This is an optimization exercise on Yosys and OpenROAD, whose aim is small area, a short achievable clock period and few clock cycles per item, not a production implementation.
In this exercise RTL edits were held to simulation tests only and were not proved equivalent to the original.
Power figures rest on the tool's default switching activity, not on a simulated workload.

File: flow/config.mk
export PLATFORM = sky130hd
export DESIGN_NAME = weighted_reaction_selector
export DESIGN_NICKNAME = weighted_reaction_selector
export VERILOG_FILES = /design/flow/design.v
export SDC_FILE = /design/flow/constraint.sdc
export NUM_CORES = 4
export LEC_CHECK = 0
export CAP_MARGIN = 20
export CORE_MARGIN = 2
export CORE_UTILIZATION = 40
export SLEW_MARGIN = 20
File: flow/constraint.sdc
create_clock -name core_clock -period 9.5 [get_ports {clk}]
set_input_delay 1.9000 -clock core_clock [delete_from_list [all_inputs] [get_ports {clk}]]
set_output_delay 1.9000 -clock core_clock [all_outputs]
set_load 0.01 [all_outputs]
File: flow/design.v
package wrs_pkg;
    localparam int RATE_W   = 32;    
    localparam int PREFIX_W = 36;    
    localparam int CNT_W    = 5;     
    localparam int IDX_W    = 4;     
    localparam logic [CNT_W-1:0] CNT_RESET = 5'd1;
    localparam logic REG_REACTIONS_IN_USE = 1'b0;
    typedef enum logic
    {
        OP_WRITE = 1'b0,
        OP_DRAW  = 1'b1
    } op_t;
    typedef enum logic [1:0]
    {
        STATUS_OK      = 2'd0,
        STATUS_BEYOND  = 2'd1,
        STATUS_WRITTEN = 2'd2
    } status_t;
    typedef struct packed
    {
        op_t                 operation;
        logic [IDX_W-1:0]    reaction_index;
        logic [RATE_W-1:0]   rate_value;
        logic [PREFIX_W-1:0] draw_point;
    } cmd_t;
    typedef struct packed
    {
        logic [IDX_W-1:0]    chosen_reaction;
        logic [PREFIX_W-1:0] total_rate;
        status_t             status;
    } result_t;
    typedef enum logic [2:0]
    {
        S_IDLE,
        S_LOAD,
        S_REBUILD,
        S_FETCH,
        S_WR_END,
        S_DRAW_TOT,
        S_SEARCH
    } state_t;
endpackage
module weighted_reaction_selector #(
    parameter int MAX_REACTIONS = 16
) (
    input  logic         clk,
    input  logic         rst_n,
    input  logic         psel,
    input  logic         penable,
    input  logic         pwrite,
    input  logic [2:0]   paddr,
    input  logic [31:0]  pwdata,
    output logic [31:0]  prdata,
    output logic         pready,
    input  logic         start,
    input  logic [72:0]  cmd_in,      
    output logic         busy,
    output logic         done,
    output logic [41:0]  result_out   
);
    localparam int RW = wrs_pkg::RATE_W;
    localparam int PW = wrs_pkg::PREFIX_W;
    logic [wrs_pkg::CNT_W-1:0] cfg_reg;
    logic                      cfg_wr;
    assign pready = 1'b1;
    assign cfg_wr = psel && penable && pwrite && (paddr[2] == wrs_pkg::REG_REACTIONS_IN_USE);
    always_ff @(posedge clk or negedge rst_n)
    begin
        if (!rst_n)
        begin
            cfg_reg <= wrs_pkg::CNT_RESET;
        end
        else if (cfg_wr)
        begin
            cfg_reg <= pwdata[wrs_pkg::CNT_W-1:0];
        end
    end
    assign prdata = (paddr[2] == wrs_pkg::REG_REACTIONS_IN_USE) ? {{(32-wrs_pkg::CNT_W){1'b0}}, cfg_reg} : '0;
    logic [4:0] n_act;
    assign n_act = cfg_reg[4] ? 5'd16 : cfg_reg;
    logic [RW-1:0] rate_q [16];
    logic [15:0]   valid_q;
    logic [RW-1:0] rate_rd [16];
    always_comb
    begin
        for (int k = 0; k < 16; k++)
        begin
            rate_rd[k] = valid_q[k] ? rate_q[k] : '0;
        end
    end
    logic [33:0] base1_q;
    logic [34:0] base2_q;
    logic [35:0] base3_q;
    logic [35:0] base4_q;
    logic [35:0] tot_q;
    logic        a_v, a_rc;
    logic [72:0] a_cmd;
    logic        b_v, b_rc;
    assign busy = a_rc || b_rc;
    logic accept;
    assign accept = start && !busy;
    always_ff @(posedge clk or negedge rst_n)
    begin
        if (!rst_n)
        begin
            a_v  <= 1'b0;
            a_rc <= 1'b0;
        end
        else
        begin
            a_v  <= accept;
            a_rc <= cfg_wr;
        end
    end
    always_ff @(posedge clk)
    begin
        a_cmd <= cmd_in;
    end
    logic          a_op;
    logic [3:0]    a_idx;
    logic [RW-1:0] a_rate;
    logic [PW-1:0] a_pt;
    assign a_op   = a_cmd[72];
    assign a_idx  = a_cmd[71:68];
    assign a_rate = a_cmd[67:36];
    assign a_pt   = a_cmd[35:0];
    logic          a_wr;
    logic [RW-1:0] a_old;
    logic [32:0]   delta;
    logic [35:0]   delta_x;
    logic          a_act;
    logic [35:0]   tot_upd;
    assign a_wr    = a_v && (a_op == wrs_pkg::OP_WRITE);
    assign a_old   = rate_rd[a_idx];
    assign delta   = {1'b0, a_rate} - {1'b0, a_old};
    assign delta_x = {{3{delta[32]}}, delta};
    assign a_act   = ({1'b0, a_idx} < n_act);
    assign tot_upd = tot_q + ((a_wr && a_act) ? delta_x : 36'd0);
    logic [36:0] d1, d2, d3;
    logic        c1, c2, c3;
    logic        a_beyond;
    logic [1:0]  a_g;
    logic [35:0] a_rest;
    assign d1 = {1'b0, a_pt} - {3'b0, base1_q};
    assign d2 = {1'b0, a_pt} - {2'b0, base2_q};
    assign d3 = {1'b0, a_pt} - {1'b0, base3_q};
    assign c1 = !d1[36];
    assign c2 = !d2[36];
    assign c3 = !d3[36];
    assign a_beyond = (a_pt >= tot_q);
    always_comb
    begin
        if (a_rc)
        begin
            a_g = n_act[3:2];
            case (n_act[4:2])
                3'd0:    a_rest = 36'd0;
                3'd1:    a_rest = {2'b0, base1_q};
                3'd2:    a_rest = {1'b0, base2_q};
                3'd3:    a_rest = base3_q;
                default: a_rest = base4_q;
            endcase
        end
        else if (a_op == wrs_pkg::OP_WRITE)
        begin
            a_g    = 2'd0;
            a_rest = tot_upd;
        end
        else if (c3)
        begin
            a_g    = 2'd3;
            a_rest = d3[35:0];
        end
        else if (c2)
        begin
            a_g    = 2'd2;
            a_rest = d2[35:0];
        end
        else if (c1)
        begin
            a_g    = 2'd1;
            a_rest = d1[35:0];
        end
        else
        begin
            a_g    = 2'd0;
            a_rest = a_pt;
        end
    end
    always_ff @(posedge clk)
    begin
        for (int k = 0; k < 16; k++)
        begin
            if (a_wr && (a_idx == 4'(k)))
            begin
                rate_q[k] <= a_rate;
            end
        end
    end
    always_ff @(posedge clk or negedge rst_n)
    begin
        if (!rst_n)
        begin
            valid_q <= '0;
            base1_q <= '0;
            base2_q <= '0;
            base3_q <= '0;
            base4_q <= '0;
        end
        else
        begin
            for (int k = 0; k < 16; k++)
            begin
                if (a_wr && (a_idx == 4'(k)))
                begin
                    valid_q[k] <= 1'b1;
                end
            end
            base1_q <= base1_q + ((a_wr && a_idx[3:2] == 2'd0) ? delta_x[33:0] : 34'd0);
            base2_q <= base2_q + ((a_wr && a_idx[3]   == 1'b0) ? delta_x[34:0] : 35'd0);
            base3_q <= base3_q + ((a_wr && a_idx[3:2] != 2'd3) ? delta_x : 36'd0);
            base4_q <= base4_q + (a_wr ? delta_x : 36'd0);
        end
    end
    logic        b_op;
    logic        b_beyond;
    logic [1:0]  b_g;
    logic [35:0] b_rest;
    always_ff @(posedge clk or negedge rst_n)
    begin
        if (!rst_n)
        begin
            b_v  <= 1'b0;
            b_rc <= 1'b0;
        end
        else
        begin
            b_v  <= a_v;
            b_rc <= a_rc;
        end
    end
    always_ff @(posedge clk)
    begin
        b_op     <= a_op;
        b_beyond <= a_beyond;
        b_g      <= a_g;
        b_rest   <= a_rest;
    end
    logic [RW-1:0] r0, r1, r2;
    logic [32:0]   s2;
    logic [33:0]   s3;
    logic          e1, e2, e3;
    logic [1:0]    b_cnt;
    logic [33:0]   b_loc;
    assign r0 = rate_rd[{b_g, 2'd0}];
    assign r1 = rate_rd[{b_g, 2'd1}];
    assign r2 = rate_rd[{b_g, 2'd2}];
    assign s2 = {1'b0, r0} + {1'b0, r1};
    assign s3 = {1'b0, s2} + {2'b0, r2};
    assign e1 = ({2'b0, r0} <= b_rest[33:0]);
    assign e2 = ({1'b0, s2} <= b_rest[33:0]);
    assign e3 = (s3 <= b_rest[33:0]);
    assign b_cnt = e3 ? 2'd3 : (e2 ? 2'd2 : (e1 ? 2'd1 : 2'd0));
    always_comb
    begin
        case (n_act[1:0])
            2'd0:    b_loc = 34'd0;
            2'd1:    b_loc = {2'b0, r0};
            2'd2:    b_loc = {1'b0, s2};
            default: b_loc = s3;
        endcase
    end
    always_ff @(posedge clk or negedge rst_n)
    begin
        if (!rst_n)
        begin
            tot_q <= '0;
        end
        else if (b_rc)
        begin
            tot_q <= b_rest + {2'b0, b_loc};
        end
        else
        begin
            tot_q <= tot_upd;
        end
    end
    logic        done_reg;
    logic [41:0] result_reg;
    always_ff @(posedge clk or negedge rst_n)
    begin
        if (!rst_n)
        begin
            done_reg <= 1'b0;
        end
        else
        begin
            done_reg <= b_v;
        end
    end
    always_ff @(posedge clk)
    begin
        if (b_op == wrs_pkg::OP_WRITE)
        begin
            result_reg <= {wrs_pkg::IDX_W'(0), b_rest, wrs_pkg::STATUS_WRITTEN};
        end
        else if (b_beyond)
        begin
            result_reg <= {wrs_pkg::IDX_W'(0), tot_q, wrs_pkg::STATUS_BEYOND};
        end
        else
        begin
            result_reg <= {b_g, b_cnt, tot_q, wrs_pkg::STATUS_OK};
        end
    end
    assign done       = done_reg;
    assign result_out = result_reg;
endmodule
File: flow/run.sh
#!/bin/bash
# synth_recipe.tcl (not shown) runs the flow's synth.tcl, then flattens the netlist and writes it again
# the make line also repeats each setting of config.mk as NAME=value (left out here)
make -C /OpenROAD-flow-scripts/flow DESIGN_CONFIG=/design/flow/config.mk WORK_HOME=/design/flow/orfs CLKGATE_MAP_FILE= SYNTH_SCRIPT=/design/flow/synth_recipe.tcl finish
==> run summary <==
## layout make-up
class	count	area [µm²]
Multi-Input combinational cell	4907	33200
Tap cell	1917	2400
Clock inverter	44	524
Timing Repair Buffer	348	3100
Antenna cell	5	12.5
Sequential cell	870	23600
Inverter	314	1180
Clock buffer	140	2860
Fill cell	14100	79200
## cell usage in the layout (no fill, tap or decap), types with 47 or more instances in the layout
cell,n
ha_1,547
nand2_1,525
edfxtp_1,512
nor2_1,492
a21oi_1,473
o21ai_0,350
inv_1,312
nand3_1,290
a21o_1,228
xnor2_1,217
buf_4,203
dfrtp_1,194
a31oi_1,178
dfxtp_1,151
xor2_1,133
clkdlybuf4s50_1,132
and3_1,127
a22oi_1,124
clkbuf_16,101
nor3_1,91
nand4_1,86
o21a_1,79
a311oi_1,74
nand2b_1,67
nor2b_1,64
a211oi_1,50
o221ai_1,47
## critical path, delay by kind of cell (launching register included)
kind / cells / cell delay (ns)
AOI/OAI and AO/OA: 19 / 4.74
buffers and inverters: 2 / 0.53
DFF: 1 / 0.66
adders and majority gates: 3 / 1.01
xor gates and xnor gates: 3 / 0.36
muxes: 2 / 0.54
and+or+nand+nor: 5 / 1.02
## metrics by stage
stage | power, mW | std cells | utilization
detailed placement | 19.2 | 8356 | 0.434
global placement | 19.1 | 8356 | 0.434
floorplan | 14.8 | 6416 | -
finish | 23.6 | 8545 | 0.458
global route | 25.1 | 8540 | 0.458
CTS | 23.3 | 8540 | 0.458
## per-layer routing
layer  vias to the layer above  GRT usage
li1                      24100          -
met1                     25800      0.423
met2                      2905      0.467
met3                       576     0.0721
met4                        18      0.145
met5                         -          0
## worst paths after layout
kind,startpoint,end,slack (ns),cells past startpoint
worst max-delay path,b_g[1]$_DFF_P_,tot_q[34]$_DFF_PN0_,0.50,34
worst min-delay path,b_v$_DFF_PN0_,done_reg$_DFF_PN0_,0.36,0
worst max register to register,b_g[1]$_DFF_P_,tot_q[34]$_DFF_PN0_,0.50,34
worst min register to register,b_v$_DFF_PN0_,done_reg$_DFF_PN0_,0.36,0
max in group asynchronous,rst_n,cfg_reg[4]$_DFFE_PN0P_,6.89,2
min in group asynchronous,rst_n,base2_q[6]$_DFF_PN0_,1.19,1
## power by group
group,internal (mW),total [mW],switching [mW]
Clock,2.28,3.99,1.71
Combinational,5.59,14.2,8.65
Sequential,4.63,5.33,0.700
## logic make-up (layout without fill, tap and decap cells)
logic type               after synthesis  count (layout)  synth area share
adder cells (fa/ha/maj)              559             559             0.120
AND/OR/NAND/NOR                     1925            1925             0.154
buffers and inverters                639             846            0.0424
XOR/XNOR                             352             352            0.0523
multiplexers                          57              57            0.0105
AO/OA/AOI/OAI                       1986            1986             0.222
other                                  2              33          0.000127
flip-flops                           870             870             0.399
==> metrics.md <==
| Metric | Value |
|---|---|
| Status | `no timing/DRC/antenna violations` |
| Crit-path most repeated cell | `a21o_1` |
| Via count | `around 53000` |
| Die height | `between 300 and 400 µm` |
| Post-CTS Resized | `0` |
| CP Data Required Time | `10.12 ns` |
| Post-synth top cells | `ha_1, nand2_1, nor2_1, edfxtp_1, a21oi_1` |
| Skew-Pair Late Insertion Delay | `~0.78 ns` |
| Initial DRC Count | `6745` |
| Post-Syn Area | `between 50000 and 60000 µm²` |
| Min Tclk post-route | `roughly 9 ns` |
| # DRC | `0` |
| Worst-Margin Slew | `around 1.2 ns` |
| Max FFs per register | `~510` |
| Die ar. | `approximately 150000 µm²` |
| Yosys reg bits | `870` |
| Worst slew margin | `0.197` |
| Worst Hold Class | `flip-flop to flip-flop` |
| Post-Place Cell Area | `roughly 63000 µm²` |
| Vias in the first global route | `~50000` |
| Detail Route Antenna Nets | `0` |
| Final nets | `approximately 7200` |
| Synth area leaders | `edfxtp_1, ha_1, dfrtp_1` |
| Hold_ws | `between 0.3 and 0.4 ns` |
| Leakage power | `around 28 nW` |
| CP max FO | `39` |
| Pwr dens | `352 nW/µm²` |
| Cell taking the most area after synthesis | `edfxtp_1` |
| Via density | `around 6.3` |
| Initial Utilization | `0.404` |
| Root buffer cell | `clkbuf_16` |
| Wirelength, routed | `between 200 and 250 mm` |
| Final WS setup | `between 0.5 and 0.6 ns` |
| First-pass GRT wire length | `346 mm` |
| Post-synthesis cell type count | `between 80 and 90` |
| Gpl congestion | `0.990` |
| Met1 WL | `99.6 mm` |
| Count leader, synth | `ha_1` |
| Post-synthesis sequential area ratio | `0.399` |
| Post-synthesis async set-or-reset flop share | `0.233` |
| Post CTS Setup Buffer Count | `0` |
| H-tree lvl count | `3` |
| Cell Rows | `140` |
| Place WS | `around 0.81 ns` |
| Number of synthesized flops with an enable pin | `roughly 510` |
| RSZ-0062 raised after global routing | `no` |
| Die X | `388 µm` |
| Port bufs | `between 100 and 150` |
| Final period utilization | `0.947` |
| CP arrival | `a little under 10 ns` |
| Met2 WL post-DR | `between 100 and 150 mm` |
| Initial antenna violation count | `16` |
| Bufs on Longest Clock Path | `3` |
| Hold-fix buffers, CTS | `0` |
| DR WL/cell | `~28 µm` |
| GRT overflow | `0` |
| Pin count of the biggest net entering global routing | `around 110` |
| Core area | `roughly 150000 µm²` |
| Crit-path slowest cell | `dfxtp_4` |
| Layout cells sized above 1 | `0.0788` |
| Total CTS buffers | `97` |
| Io pins | `191` |
| Met3 routed WL | `about 26 mm` |
| Setup violators final | `0` |
| YS warnings | `3` |
| Slew Viols, Final | `0` |
| Max Fclk | `111 MHz` |
| Uppermost layer routed | `met5` |
| Yosys top cell area share | `0.261` |
| Mean post-synth cell area | `between 9 and 10 µm²` |
| Crit start category | `flip-flop` |
| Clk sink count | `870` |
| Total GRT Usage | `0.311` |
| Max_cap viols | `0` |
| Layout Cell Area excl Fill | `about 67000 µm²` |
| Critical path's largest stage delay | `0.66 ns` |
| Layout Area Growth over Synthesis | `13.4%` |
| Detailed Place HPWL | `approximately 180 mm` |
| CTS tree | `yes` |
| Setup_tns | `0 ns` |
| Clock-pin slew on the worst setup and hold paths | `0.06 ns` |
| Crit path kind | `flip-flop to flip-flop` |
| Skew final | `0.0823 ns` |
| Hold Vio Cnt, Final | `0` |
| Peak VDD IR | `0.000166 V` |
| DR pass1 iterations | `6` |
| Top FF cell, synth | `edfxtp_1` |
| Synthesized instance count | `~6400` |
| CP Capture Type | `flip-flop` |
Testbench counts, summed over its fixed seeds: cycles 6,662, items 6,630.

-- what the ideal ports hide --
No port has a modelled driver above. Below, the same layout with a new extraction and two added sets of constraints.
Step 1: set_driving_cell puts a clkbuf_16 on clk and a buf_2 on each other input, an assumption about the parent block.
Step 2 adds t to the input delays and takes it off the output delays; t is the mean of the earliest and latest rising clock arrival at the registers after step 1. Input paths then give back, and output paths get back, about the clock's delay inside the block.
Slacks: ideal / step 1 / step 2; pairs: ideal / step 1.
t (ns): 0.816
setup WS [ns]: 0.501 / 0.501 / 0.501
hold WS [ns]: 0.358 / 0.358 / 0.358
slew at the worst register clock pin (ns): 0.07 / 0.07
cell pins on the clock port's net: 1
After both steps setup and hold are still met in this run. The setup slack of this run moves by 0.000 ns with the drivers and by 0.000 ns with both steps.
